What follows belongs to an exercise in optimizing a design on an open flow for small area, a short achievable clock period and few clock cycles per item; a production flow would make more cautious choices.
No functional check of the RTL was part of any run shown here.
Power and IR drop assume default switching activity.

**flow/config.mk**
```make
export PLATFORM = sky130hd
export DESIGN_NAME = conv1d_top
export DESIGN_NICKNAME = conv1d_top
export VERILOG_FILES = /design/flow/design.v
export SDC_FILE = /design/flow/constraint.sdc
export NUM_CORES = 4
export LEC_CHECK = 0
export ABC_CLOCK_PERIOD_IN_PS = 3000
export CAP_MARGIN = 20
export CORE_MARGIN = 2
export CORE_UTILIZATION = 40
export SETUP_SLACK_MARGIN = 4.5
export SLEW_MARGIN = 20
```
**flow/constraint.sdc**
```tcl
create_clock -name core_clock -period 8.0 [get_ports {clk}]
set_input_delay 1.6000 -clock core_clock [delete_from_list [all_inputs] [get_ports {clk}]]
set_output_delay 1.6000 -clock core_clock [all_outputs]
set_load 0.01 [all_outputs]
```
**flow/design.v**
```verilog
package conv1d_pkg;
  localparam int ADDR_W   = 7;
  localparam int DATA_W   = 32;
  localparam int SAMPLE_W = 8;
  localparam int NUM_TAPS = 4;
  localparam int COUNT_W  = 7;
  localparam int SUM_W    = 18;
  localparam logic [7:0] REG_CTRL   = 8'h00;
  localparam logic [7:0] REG_STATUS = 8'h04;
  localparam logic [7:0] REG_TAPS   = 8'h08;
  localparam logic [7:0] REG_SRC    = 8'h0C;
  localparam logic [7:0] REG_DST    = 8'h10;
  localparam logic [7:0] REG_COUNT  = 8'h14;
endpackage
`timescale 1ns/1ps
module conv1d_top (
  input  logic        clk,
  input  logic        rst_n,
  input  logic        psel_i,
  input  logic        penable_i,
  input  logic        pwrite_i,
  input  logic [7:0]  paddr_i,
  input  logic [31:0] pwdata_i,
  output logic [31:0] prdata_o,
  output logic        pready_o,
  output logic        pslverr_o,
  output logic        mem_req_o,
  output logic        mem_we_o,
  output logic [6:0]  mem_addr_o,
  output logic [31:0] mem_wdata_o,
  input  logic [31:0] mem_rdata_i,
  output logic        done_o
);
  localparam int SW = conv1d_pkg::SUM_W;
  logic sel_ctrl_q, sel_stat_q, sel_taps_q, sel_src_q, sel_dst_q, sel_cnt_q, bad_q;
  always_ff @(posedge clk) begin
    sel_ctrl_q <= (paddr_i == conv1d_pkg::REG_CTRL);
    sel_stat_q <= (paddr_i == conv1d_pkg::REG_STATUS);
    sel_taps_q <= (paddr_i == conv1d_pkg::REG_TAPS);
    sel_src_q  <= (paddr_i == conv1d_pkg::REG_SRC);
    sel_dst_q  <= (paddr_i == conv1d_pkg::REG_DST);
    sel_cnt_q  <= (paddr_i == conv1d_pkg::REG_COUNT);
    bad_q      <= !(paddr_i == conv1d_pkg::REG_CTRL  || paddr_i == conv1d_pkg::REG_STATUS ||
                    paddr_i == conv1d_pkg::REG_TAPS  || paddr_i == conv1d_pkg::REG_SRC ||
                    paddr_i == conv1d_pkg::REG_DST   || paddr_i == conv1d_pkg::REG_COUNT);
  end
  logic wr;
  assign wr        = psel_i & penable_i & pwrite_i;
  assign pready_o  = 1'b1;
  assign pslverr_o = bad_q;
  logic [31:0] taps_q;
  logic [6:0]  src_q, dst_q, cnt_q;
  always_ff @(posedge clk or posedge rst_n) begin
    if (rst_n) begin
      taps_q <= '0;
      src_q  <= '0;
      dst_q  <= '0;
      cnt_q  <= '0;
    end else begin
      if (wr && sel_taps_q) taps_q <= pwdata_i;
      if (wr && sel_src_q)  src_q  <= pwdata_i[6:0];
      if (wr && sel_dst_q)  dst_q  <= pwdata_i[6:0];
      if (wr && sel_cnt_q)  cnt_q  <= pwdata_i[6:0];
    end
  end
  logic       run_q;      
  logic       done_q;
  logic       req_q, we_q;
  logic       ph_q;       
  logic [1:0] fs_q;       
  logic [6:0] wl_q;       
  logic [6:0] rdp_q, wrp_q;
  logic       rv_q;       
  logic start;
  assign start = wr & sel_ctrl_q & pwdata_i[0] & ~run_q;
  logic       rd_now, wr_now;
  logic [6:0] wl_d;
  assign rd_now = req_q & ~we_q;
  assign wr_now = req_q & we_q;
  assign wl_d   = wl_q - {6'd0, wr_now};
  logic nx_rd, nx_wr, last;
  always_comb begin
    nx_rd = 1'b0;
    nx_wr = 1'b0;
    last  = 1'b0;
    if (run_q) begin
      if (fs_q != 2'd0) begin
        nx_rd = !ph_q || fs_q[1];
      end else if (!ph_q) begin
        nx_rd = (wl_d > 7'd1);
      end else begin
        nx_wr = 1'b1;
        last  = (wl_q == 7'd1);
      end
    end
  end
  always_ff @(posedge clk or posedge rst_n) begin
    if (rst_n) begin
      run_q  <= 1'b0;
      done_q <= 1'b0;
      req_q  <= 1'b0;
    end else begin
      if (start) begin
        run_q  <= (cnt_q != '0);
        done_q <= (cnt_q == '0);
        req_q  <= (cnt_q != '0);
      end else begin
        req_q <= nx_rd | nx_wr;
        if (last) begin
          run_q  <= 1'b0;
          done_q <= 1'b1;
        end
      end
    end
  end
  always_ff @(posedge clk) begin
    rv_q <= rd_now;
    if (start) begin
      we_q  <= 1'b0;
      ph_q  <= 1'b0;
      fs_q  <= 2'd2;
      wl_q  <= cnt_q;
      rdp_q <= src_q;
      wrp_q <= dst_q;
    end else begin
      we_q <= nx_wr;
      ph_q <= ~ph_q;
      if (ph_q && fs_q != 2'd0) fs_q <= fs_q - 2'd1;
      wl_q <= wl_d;
      if (rd_now) rdp_q <= rdp_q + 7'd1;
      if (wr_now) wrp_q <= wrp_q + 7'd1;
    end
  end
  assign mem_req_o  = req_q;
  assign mem_we_o   = we_q;
  assign mem_addr_o = we_q ? wrp_q : rdp_q;
  logic [7:0]    xa_q, xb_q, xc_q;
  logic [SW-1:0] acc_q;
  always_ff @(posedge clk) begin
    if (rv_q) begin
      xb_q <= mem_rdata_i[7:0];
      xc_q <= xb_q;
      xa_q <= xc_q;
    end
  end
  logic [7:0]    ta, tb;
  logic [SW-1:0] acc_d;
  assign ta    = ph_q ? taps_q[15:8]  : taps_q[7:0];
  assign tb    = ph_q ? taps_q[31:24] : taps_q[23:16];
  assign acc_d = (ph_q ? acc_q : '0) + SW'(xa_q * ta) + SW'(xb_q * tb);
  always_ff @(posedge clk) acc_q <= acc_d;
  assign mem_wdata_o = {{(32-SW){1'b0}}, acc_q};
  always_comb begin
    prdata_o = '0;
    prdata_o |= {32{sel_taps_q}} & taps_q;
    prdata_o[6:0] |= ({7{sel_src_q}} & src_q) | ({7{sel_dst_q}} & dst_q) | ({7{sel_cnt_q}} & cnt_q);
    prdata_o[1:0] |= {2{sel_stat_q}} & {done_q, run_q};
  end
  assign done_o = done_q;
endmodule
```
**flow/run.sh**
```bash
#!/bin/bash
# synth_recipe.tcl (not shown) runs the flow's synth.tcl, then flattens the netlist and writes it again
# the make line also repeats each setting of config.mk as NAME=value (left out here)
make -C /OpenROAD-flow-scripts/flow DESIGN_CONFIG=/design/flow/config.mk WORK_HOME=/design/flow/orfs CLKGATE_MAP_FILE= SYNTH_SCRIPT=/design/flow/synth_recipe.tcl finish
```
==> metrics.cfg, run 1 <==
[placement]
dp_slack_ns=1.92
io_buffers=113
place_hpwl_um=17900
globalplace.congestion=0.834

[cts]
cts.sinks=131
clkLatencyLatePin_ns=0.43
cts_buffer_depth=2
clk_pin_slew_ns=0.07
cts.root.buffer_cell=clkbuf_16
cts_tree=done
cts_hold_buffers=0
htreeDepth=4
cts_buffers=17

[synthesis]
syn_area_um2=10400
synth_flop_cell=dfrtp_1
synth_cell_types=53
yosys.area.top_type=fa_1
ys_warn_count=1
syn_area_per_cell_um2=10.5
synthTopCellsByArea=fa_1 (21%), dfrtp_1 (13%), edfxtp_1 (11%)
synth.top_cell.area_share=0.215
synth_edf_count=38
yosysSeqAreaShare=0.315
ys_async_sr_fraction=0.427
synth-seq-cells=131
syn_inst=994

[timing]
tightest_slew_ns=0.730
slew_headroom=0.513
rsz0062_at_grt=yes
hold_viol=0
period_share=0.684
finalSetupViolCount=0
fin_ws_ns=2.53
fin_hold_ws_ns=0.416
finalCriticalPeriod_ns=5.47
tns_ns=0
drv_slew=0
max_freq_mhz=183
fin_worst_skew_ns=0.0138

[global_routing]
grt_max_degree=57
grt_pass1_wl_um=39400
grt-ovfl-total=0
grt_pass1_vias=7581
grtUsageTotal=0.188
grt_antenna_before_repair=0

[setup_path]
worstPathArrival_ns=5.79
worst_setup_path_start_kind=flip-flop
criticalPathCategory=reg2reg
endpoint_kind=flip-flop
cp_max_fo=8
cp.required_ns=8.32

[routing]
vias_per_cell=4.95
ant_nets=0
drt-wirelength-per-cell_um=16.3
wl_met1_um=11400
drc=0
met2_length_um=11300
dr.pass1.iters=6
wl_met3_um=1280
vias=7319
top_layer=met4
drt_wl_total_um=24200
dr.first_iter.drc_count=404

[pwr]
irDropWorstVdd_v=0.000120
p_total_w=0.00164
p_leak_nw=6.07
power.density_nw_per_um2=124

[layout]
layout.nets=1397
layout_common_cells=inv_1 (152), clkdlybuf4s50_1 (111), fa_1 (108), nand2_1 (97), and2_1 (92)
ff_latch_area_um2=3290
syn2layout_area_growth_pct=26.5
n_fill_cell=2330
mostFrequentLayoutCell=inv_1
num_antenna_cells=0
multi_input_area_um2=6880
drive_gt1_frac=0.188

[floorplan]
dieHeight_um=166
start_util=0.404
die_x_um=166
core_um2=25800
io_pins=153
num_rows=59
die_area_um2=27400

[hold_path]
hold_class=reg2reg

[run]
maxCapViolCount=0

[run_status]
outcome=no timing/DRC/antenna violations

layer usage:
layer / vias up / track usage
li1: 3436 / -
met1: 3687 / 0.268
met2: 180 / 0.295
met3: 16 / 0.0392
met4: 0 / 0.0388
met5: - / 0
worst max-delay path, cell delays in order (launching register included):
cell and delay [ns]:
dfxtp_4 0.36, buf_8 0.14, buf_4 0.13, mux2_4 0.35
nand2_2 0.09, fa_1 0.43, fa_1 0.49, inv_1 0.05
fa_1 0.46, fa_1 0.53, fa_1 0.50, inv_1 0.05
fa_1 0.48, inv_1 0.06, ha_4 0.27, o211ai_1 0.12
o211a_4 0.29, nor3_4 0.29, o22ai_2 0.13, xnor2_1 0.14
sequential cells by signal, summed over array words and instances (netlist names), 7 cells and up:
register  cells
xc_q          8
taps_q       32
acc_q        18
dst_q         7
src_q         7
xa_q          8
xb_q          8
cnt_q         7
wl_q          7
wrp_q         7
rdp_q         7
worst paths after layout:
check                           startpoint         end  slack (ns)  depth (start not counted)
min in group asynchronous            rst_n  taps_q[15]        1.70                          3
worst max-delay path                  ph_q   acc_q[17]        2.53                         19
worst max register to register        ph_q   acc_q[17]        2.53                         19
worst min-delay path               xc_q[0]     xa_q[0]        0.42                          0
max in group asynchronous            rst_n    cnt_q[3]        5.82                          3
worst min register to register     xc_q[0]     xa_q[0]        0.42                          0
timing repair:
item                                    4_1_cts  5_1_grt
gates resized for setup                      57       29
pin swaps                                    23       23
setup buffers                                23        3
endpoints found under the setup margin       55       18
layout make-up:
type | count | area share
clock buffer | 17 | 0.0322
clock inverter | 15 | 0.0123
multi-input combinational | 679 | 0.521
inverter | 160 | 0.0457
timing repair buffer | 143 | 0.107
sequential | 131 | 0.249
tap | 335 | 0.0318
logic make-up (layout without fill, tap and decap cells):
kind of cell	count (synthesis)	after routing	synth area share
AND/OR/NAND/NOR	291	291	0.143
adder cells (fa/ha/maj)	188	188	0.306
XOR/XNOR	28	28	0.0235
multiplexers	76	76	0.0818
buffers and inverters	197	335	0.0776
AO/OA/AOI/OAI	81	81	0.0527
flip-flops	131	131	0.315
other	2	15	0.000720
Yosys cell counts, types with 2 or more instances:
cell type / number
nor4_1: 3
a211o_1: 2
dfrtp_1: 56
o22ai_1: 2
a222oi_1: 2
and3_1: 7
nor2b_1: 19
edfxtp_1: 38
a21oi_1: 16
a22oi_1: 12
dfxtp_1: 37
clkbuf_1: 11
a21o_1: 5
xnor2_1: 18
nand2b_1: 5
nand2_1: 104
mux2i_1: 2
ha_1: 76
nor2_1: 26
o21ai_0: 19
or3_1: 2
mux2_2: 74
a21boi_0: 2
inv_1: 160
xor2_1: 10
and2b_1: 2
nor3_1: 7
a221oi_1: 2
o21a_1: 3
a211oi_1: 3
and2_1: 101
or2_2: 2
o211ai_1: 5
buf_2: 11
conb_1: 2
buf_4: 15
fa_1: 112
nand3_1: 6
metrics by stage:
stage / std cells / area, um2 / utilization
2_1_floorplan: 1007 / 10600 / -
3_3_place_gp: 1422 / 12000 / 0.464
3_5_place_dp: 1422 / 12000 / 0.464
4_1_cts: 1477 / 13000 / 0.504
5_1_grt: 1480 / 13200 / 0.511
6_report: 1480 / 13200 / 0.511
report_power, final:
part	internal (W)	leakage (nW)	switching [W]	total, W
combinational	0.0000785	4.35	0.0000629	0.000141
clock	0.000444	0.290	0.000346	0.000789
sequential	0.000699	1.44	0.0000120	0.000711
==> run 2, diff against run 1 <==
--- a/flow/config.mk
+++ b/flow/config.mk
@@ -6,5 +6,4 @@
 export NUM_CORES = 4
 export LEC_CHECK = 0
-export ABC_CLOCK_PERIOD_IN_PS = 3000
 export CAP_MARGIN = 20
 export CORE_MARGIN = 2
==> run 2 against run 1 <==
Worst hold slack unchanged. Synthesized cell count stayed put. Critical endpoint unchanged. Largest power group unchanged. Global-route usage unchanged. First-iteration DRC count unchanged. Final area did not move. Flip-flop and latch count unchanged. Clock skew stayed put. Combinational power is essentially flat.
==> metrics.cfg, run 2 <==
[timing]
drv_slew=0  ; unchanged
fin_worst_skew_ns=0.0138  ; unchanged
period_share=0.684  ; unchanged
finalCriticalPeriod_ns=5.47  ; unchanged
tightest_slew_ns=0.730  ; unchanged
max_freq_mhz=183  ; unchanged
slew_headroom=0.513  ; unchanged
tns_ns=0  ; unchanged
finalSetupViolCount=0  ; unchanged
hold_viol=0  ; unchanged
rsz0062_at_grt=yes  ; unchanged

[cts]
cts_tree=done  ; unchanged
cts.root.buffer_cell=clkbuf_16  ; unchanged
cts_buffers=17  ; unchanged
clk_pin_slew_ns=0.07  ; about the same
cts_buffer_depth=2  ; unchanged
cts.sinks=131  ; unchanged
htreeDepth=4  ; unchanged
clkLatencyLatePin_ns=0.43  ; about the same

[synthesis]
synth.top_cell.area_share=0.215  ; unchanged
synth_flop_cell=dfrtp_1  ; unchanged
syn_area_um2=10400  ; unchanged
synthTopCellsByCount=inv_1 (160), fa_1 (112), nand2_1 (104), and2_1 (101), ha_1 (76)  ; unchanged
syn_area_per_cell_um2=10.5  ; unchanged
synth-xor-area-share=0.0235  ; unchanged
ys_warn_count=1  ; unchanged
synth-seq-cells=131  ; unchanged
synth-simple-area-share=0.143  ; unchanged
synth_cell_types=53  ; unchanged
synthTopCellsByArea=fa_1 (21%), dfrtp_1 (13%), edfxtp_1 (11%)  ; unchanged
syn_inst=994  ; unchanged
yosys.area.top_type=fa_1  ; unchanged
synthAdderAreaFrac=0.306  ; unchanged
synth_edf_count=38  ; unchanged
synth.most_common_cell=inv_1  ; unchanged
synth_compound_area_frac=0.0527  ; unchanged
yosysSeqAreaShare=0.315  ; unchanged
muxShareOfSynthArea=0.0818  ; unchanged
ys_async_sr_fraction=0.427  ; unchanged
synth_top_family_by_area=adder cells  ; unchanged

[floorplan]
dieHeight_um=166  ; unchanged
die_x_um=166  ; unchanged
start_util=0.404  ; unchanged
core_um2=25800  ; unchanged
die_area_um2=27400  ; unchanged
io_pins=153  ; unchanged
num_rows=59  ; unchanged

[layout]
top_regs=taps_q: 32 flops, acc_q: 18 flops  ; unchanged
largest_register_ffs=32  ; unchanged
layout_common_cells=inv_1 (152), clkdlybuf4s50_1 (111), fa_1 (108), nand2_1 (97), and2_1 (92)  ; unchanged
num_antenna_cells=0  ; unchanged
layout.nets=1397  ; unchanged
regMostFlops=taps_q  ; unchanged
syn2layout_area_growth_pct=26.5  ; unchanged
mostFrequentLayoutCell=inv_1  ; unchanged
drive_gt1_frac=0.188  ; unchanged
fin_area_um2=13200  ; unchanged
post-route-util=0.511  ; unchanged

[setup_path]
crit_path_max_incr_delay_ns=0.53  ; about the same
cp_max_fo=8  ; unchanged
cp.required_ns=8.32  ; about the same
worstPathArrival_ns=5.79  ; about the same
worst-r2r-cell-count=19  ; unchanged
crit_chain=buf_8 > buf_4 > mux2_4 > nand2_2 > fa_1 > fa_1 > inv_1 > fa_1 > fa_1 > fa_1 > inv_1 > fa_1 > inv_1 > ha_4 > o211ai_1 > o211a_4 > nor3_4 > o22ai_2 > xnor2_1  ; unchanged
crit_top_cell=fa_1  ; unchanged
slowest_stage=fa_1  ; unchanged
endpoint_kind=flip-flop  ; unchanged
worst_setup_path_start_kind=flip-flop  ; unchanged
criticalPathCategory=reg2reg  ; unchanged

[routing]
dr.first_iter.drc_count=404  ; unchanged
ant_nets=0  ; unchanged
drc=0  ; unchanged
vias_per_cell=4.95  ; unchanged
drt-wirelength-per-cell_um=16.3  ; unchanged
dr.pass1.iters=6  ; unchanged
vias=7319  ; unchanged
drt_wl_total_um=24200  ; unchanged

[global_routing]
grt-ovfl-total=0  ; unchanged
grt_max_degree=57  ; unchanged
grt_pass1_vias=7581  ; unchanged
grt_antenna_before_repair=0  ; unchanged
grtUsageTotal=0.188  ; unchanged
grt_pass1_wl_um=39400  ; unchanged

[pwr]
power.density_nw_per_um2=124  ; unchanged
p_leak_nw=6.07  ; unchanged
irDropWorstVdd_v=0.000120  ; unchanged

[placement]
io_buffers=113  ; unchanged
place_hpwl_um=17900  ; unchanged
dpl-instance-area_um2=12000  ; unchanged
globalplace.congestion=0.834  ; unchanged

[hold_path]
hold_depth=0  ; unchanged
hold_class=reg2reg  ; unchanged

[run_status]
outcome=no timing/DRC/antenna violations  ; unchanged

[run]
maxCapViolCount=0  ; unchanged

-- run 2: cell counts in the layout (fill, tap and decap cells not counted) --
No cell type changed its count.
-- run 2: cells by family after synthesis --
family                   Yosys count
AND/OR/NAND/NOR                  291
buffers and inverters            197
adder cells (fa/ha/maj)          188
flip-flops                       131
AO/OA/AOI/OAI                     81
multiplexers                      76
XOR/XNOR                          28
other                              2
-- run 2: metal layers --
layer | GRT usage | vias to the layer above | share of wire
met2 | 0.295 | 180 | 0.47
met3 | 0.0392 | 16 | 0.053
li1 | - | 3436 | -
met1 | 0.268 | 3687 | 0.47
met4 | 0.0388 | 0 | 0.0085
met5 | 0 | - | 0
-- run 2: area by class of cell --
type                            count  area [um2]
Timing Repair Buffer              143        1420
Tap cell                          335         419
Clock inverter                     15         163
Clock buffer                       17         425
Inverter                          160         603
Fill cell                        2330       12600
Multi-Input combinational cell    679        6880
Sequential cell                   131        3290
-- run 2: report_power, final --
group	internal, W	switching [W]	total, W	leakage [nW]
clock network	0.000444	0.000346	0.000789	0.290
registers	0.000699	0.0000120	0.000711	1.44
logic	0.0000785	0.0000629	0.000141	4.35
total	0.00122	0.000421	0.00164	6.07
-- run 2: critical path, delay by kind of cell (launching register included) --
kind | cells | cell delay (ns)
compound gates | 3 | 0.54
xor+xnor | 1 | 0.14
fa+ha+maj | 7 | 3.16
buf+inv | 5 | 0.43
flops | 1 | 0.36
mux | 1 | 0.35
simple gates | 2 | 0.38
-- run 2: what timing repair did --
| action | in CTS | in global routing |
|---|---|---|
| cloned | 0 | 0 |
| resized for setup | 57 | 29 |
| setup endpoints to repair | 55 | 18 |
| pin swaps | 23 | 23 |
| setup buffers | 23 | 3 |
| hold buffers | 0 | 0 |
-- run 2: final timing paths --
path,from,end,slack (ns)
worst max register to register,ph_q,acc_q[17],2.53
max in group asynchronous,rst_n,cnt_q[3],5.82
worst max-delay path,ph_q,acc_q[17],2.53
min in group asynchronous,rst_n,taps_q[15],1.70
worst min register to register,xc_q[0],xa_q[0],0.42
worst min-delay path,xc_q[0],xa_q[0],0.42
-- run 2: through the flow --
stage	cells	setup WS, ns	total power, W	hold WS (ns)
after detailed placement	1422	1.92	0.000853	0.405
after global routing	1480	2.35	0.00170	0.422
after global placement	1422	1.93	0.000852	0.401
final	1480	2.53	0.00164	0.416
after floorplan	1007	2.84	0.000788	0.400
after CTS	1477	2.53	0.00166	0.416
==> run 3, diff against run 2 <==
--- a/flow/config.mk
+++ b/flow/config.mk
@@ -9,4 +9,3 @@
 export CORE_MARGIN = 2
 export CORE_UTILIZATION = 40
-export SETUP_SLACK_MARGIN = 4.5
 export SLEW_MARGIN = 20
==> run 3 against run 2 <==
Still clean. Die area unchanged. Worst hold slack improved by 0.0034 ns. Final cell count down 1.5%. Critical path depth fell by 1. Critical endpoint is now acc_q[12]. Largest cell class unchanged. First-iteration DRC count is 16% lower. Final area shrank 5.5%. Flip-flop and latch count unchanged. Sequential share of layout area grew 1.4 points.
==> metrics.cfg, run 3 <==
[floorplan]
dieHeight_um=166  ; unchanged
io_pins=153  ; unchanged
num_rows=59  ; unchanged
start_util=0.404  ; unchanged
core_um2=25800  ; unchanged
die_x_um=166  ; unchanged
die_area_um2=27400  ; unchanged

[synthesis]
syn_area_per_cell_um2=10.5  ; unchanged
syn_inst=994  ; unchanged
synth_cell_types=53  ; unchanged
synthTopCellsByArea=fa_1 (21%), dfrtp_1 (13%), edfxtp_1 (11%)  ; unchanged
yosys.area.top_type=fa_1  ; unchanged
syn_area_um2=10400  ; unchanged
synth-seq-cells=131  ; unchanged
synthTopCellsByCount=inv_1 (160), fa_1 (112), nand2_1 (104), and2_1 (101), ha_1 (76)  ; unchanged
synth.top_cell.area_share=0.215  ; unchanged
synth.most_common_cell=inv_1  ; unchanged
synth_edf_count=38  ; unchanged
ys_warn_count=1  ; unchanged
ys_async_sr_fraction=0.427  ; unchanged
yosysSeqAreaShare=0.315  ; unchanged
synth_flop_cell=dfrtp_1  ; unchanged

[timing]
slew_headroom=0.363  ; was 0.513
max_freq_mhz=153  ; was 183 MHz
fin_hold_ws_ns=0.420  ; was 0.416 ns
period_share=0.819  ; was 0.684
finalSetupViolCount=0  ; unchanged
tns_ns=0  ; unchanged
fin_worst_skew_ns=0.0230  ; was 0.0138 ns
hold_viol=0  ; unchanged
finalCriticalPeriod_ns=6.55  ; was 5.47 ns
fin_ws_ns=1.45  ; was 2.53 ns
tightest_slew_ns=0.954  ; was 0.730 ns
rsz0062_at_grt=no  ; was yes
drv_slew=0  ; unchanged

[layout]
drive_gt1_frac=0.110  ; was 0.188
top_regs=taps_q: 32 flops, acc_q: 18 flops  ; unchanged
regMostFlops=taps_q  ; unchanged
fin_cells=1458  ; was 1480
mostFrequentLayoutCell=inv_1  ; unchanged
num_antenna_cells=0  ; unchanged
layout.nets=1375  ; was 1397
n_fill_cell=2399  ; was 2330
syn2layout_area_growth_pct=19.6  ; was 26.5%
layout_common_cells=inv_1 (159), clkdlybuf4s50_1 (113), fa_1 (112), nand2_1 (104), and2_1 (101)  ; was inv_1 (152), clkdlybuf4s50_1 (111), fa_1 (108), nand2_1 (97), and2_1 (92)
largest_register_ffs=32  ; unchanged
fin_area_um2=12500  ; was 13200 um2

[cts]
cts_hold_buffers=0  ; unchanged
cts.sinks=131  ; unchanged
cts.root.buffer_cell=clkbuf_16  ; unchanged
htreeDepth=4  ; unchanged
clk_pin_slew_ns=0.07  ; about the same
cts_buffer_depth=2  ; unchanged
cts_buffers=17  ; unchanged
clkLatencyLatePin_ns=0.43  ; about the same
cts_setup_buffers=0  ; was 23
cts_tree=done  ; unchanged
ctsResizeCount=0  ; was 57

[placement]
dp_slack_ns=1.43  ; was 1.92 ns
io_buffers=113  ; unchanged
place_hpwl_um=18600  ; was 17900 um
globalplace.congestion=0.841  ; was 0.834
dpl-instance-area_um2=11900  ; was 12000 um2
dp.cells=1426  ; was 1422

[routing]
ant_nets=0  ; unchanged
vias_per_cell=4.89  ; was 4.95
drt-wirelength-per-cell_um=16.2  ; was 16.3 um
dr.pass1.iters=5  ; was 6
drc=0  ; unchanged
dr.first_iter.drc_count=340  ; was 404
drt_wl_total_um=23600  ; was 24200 um
vias=7126  ; was 7319

[setup_path]
worstPathArrival_ns=6.86  ; was 5.79 ns
rr_startpoint=ph_q  ; unchanged
worst-r2r-cell-count=18  ; was 19
endpoint_kind=flip-flop  ; unchanged
reg2reg_slack_ns=1.45  ; was 2.53 ns
cp_max_fo=20  ; was 8
worst_setup_path_start_kind=flip-flop  ; unchanged
r2r_end=acc_q[12]  ; was acc_q[17]
criticalPathCategory=reg2reg  ; unchanged
cp.required_ns=8.30  ; was 8.32 ns

[global_routing]
grt_max_degree=57  ; unchanged
grt_pass1_vias=7248  ; was 7581
grt_antenna_before_repair=0  ; unchanged
grt_pass1_wl_um=37900  ; was 39400 um
grt-ovfl-total=0  ; unchanged
grtUsageTotal=0.181  ; was 0.188

[run]
maxCapViolCount=0  ; unchanged

[run_status]
outcome=no timing/DRC/antenna violations  ; unchanged

[hold_path]
holdPathEnd=xa_q[7]  ; was xa_q[0]
min_from=xc_q[7]  ; was xc_q[0]
hold_depth=0  ; unchanged
hold_class=reg2reg  ; unchanged

[pwr]
power.density_nw_per_um2=129  ; was 124 nW/um2
irDropWorstVdd_v=0.000134  ; was 0.000120 V
p_leak_nw=5.84  ; was 6.07 nW

## run 3: through the flow
| step | utilization | power, W |
|---|---|---|
| 2_1_floorplan | - | 0.000784 |
| 3_3_place_gp | 0.460 | 0.000849 |
| 3_5_place_dp | 0.460 | 0.000851 |
| 4_1_cts | 0.483 | 0.00163 |
| 5_1_grt | 0.483 | 0.00168 |
| 6_report | 0.483 | 0.00161 |
## run 3: area by class of cell
type                            instances  area, um2  share of cell area
Inverter                              160        601              0.0481
Multi-Input combinational cell        679       6390               0.512
Clock inverter                         15        164              0.0131
Clock buffer                           17        425              0.0341
Sequential cell                       131       3280               0.263
Timing Repair Buffer                  121       1190              0.0955
Tap cell                              335        419              0.0336
## run 3: layer usage
metal  vias up  track usage  wire length, um
li1       3400            -                -
met1      3567        0.248            10700
met2       138        0.300            11700
met3        21       0.0317              844
met4         0       0.0427              256
met5         -            0                0
## run 3: cell families after synthesis
kind of cell / Yosys count / synth area share
AND/OR/NAND/NOR: 291 / 0.143
buffers and inverters: 197 / 0.0776
adder cells (fa/ha/maj): 188 / 0.306
flip-flops: 131 / 0.315
AO/OA/AOI/OAI: 81 / 0.0527
multiplexers: 76 / 0.0818
XOR/XNOR: 28 / 0.0235
other: 2 / 0.000720
## run 3: critical path, cell delays in order (launching register included)
cell and delay (ns):
dfxtp_1 0.94, mux2_2 0.52, and2_1 0.21, fa_1 0.53
inv_1 0.05, fa_1 0.54, inv_1 0.05, fa_1 0.52
fa_1 0.46, fa_1 0.49, inv_1 0.05, fa_1 0.47
inv_1 0.04, ha_1 0.34, a21oi_1 0.10, o21ai_0 0.55
inv_1 0.16, a21boi_0 0.28, o311ai_1 0.14
## run 3: worst max-delay path by stage
stage,start,endpoint,slack (ns),cells after the start
3_5_place_dp,ph_q,acc_q[12],1.43,18
4_1_cts,ph_q,acc_q[12],1.41,18
5_1_grt,ph_q,acc_q[12],1.07,18
3_3_place_gp,ph_q,acc_q[12],1.41,18
6_report,ph_q,acc_q[12],1.45,18
2_1_floorplan,ph_q,acc_q[15],2.49,19
## run 3: power breakdown
group          total, W  switching [W]  internal (W)
Combinational  0.000124      0.0000572     0.0000672
Clock          0.000775       0.000356      0.000418
Sequential     0.000710      0.0000111      0.000699

## port drivers added, routing unchanged
The flow's constraints put no driver on any port. The routed layouts listed below were extracted and timed again, unchanged, in two steps.
Step 1 sets driving cells, clkbuf_16 on the clock port and buf_2 on the other inputs (assumed; they add their load-dependent delay and slew).
Step 2 adds t to the input delays and takes it off the output delays; t is the mean of the earliest and latest rising clock arrival at the registers after step 1. Input paths then give back, and output paths get back, about the clock's delay inside the block.
a / b / c = ideal / step 1 / step 2; a / b = the first two.
run	t, ns	slack for setup (ns)	hold slack, ns	pins driven straight from the clock port
run 1	0.465	2.526 / 2.526 / 2.526	0.416 / 0.416 / 0.416	1
run 2	0.465	2.526 / 2.526 / 2.526	0.416 / 0.416 / 0.416	1
run 3	0.468	1.446 / 1.446 / 1.446	0.420 / 0.420 / 0.420	1
After both steps setup and hold are still met in every run listed.
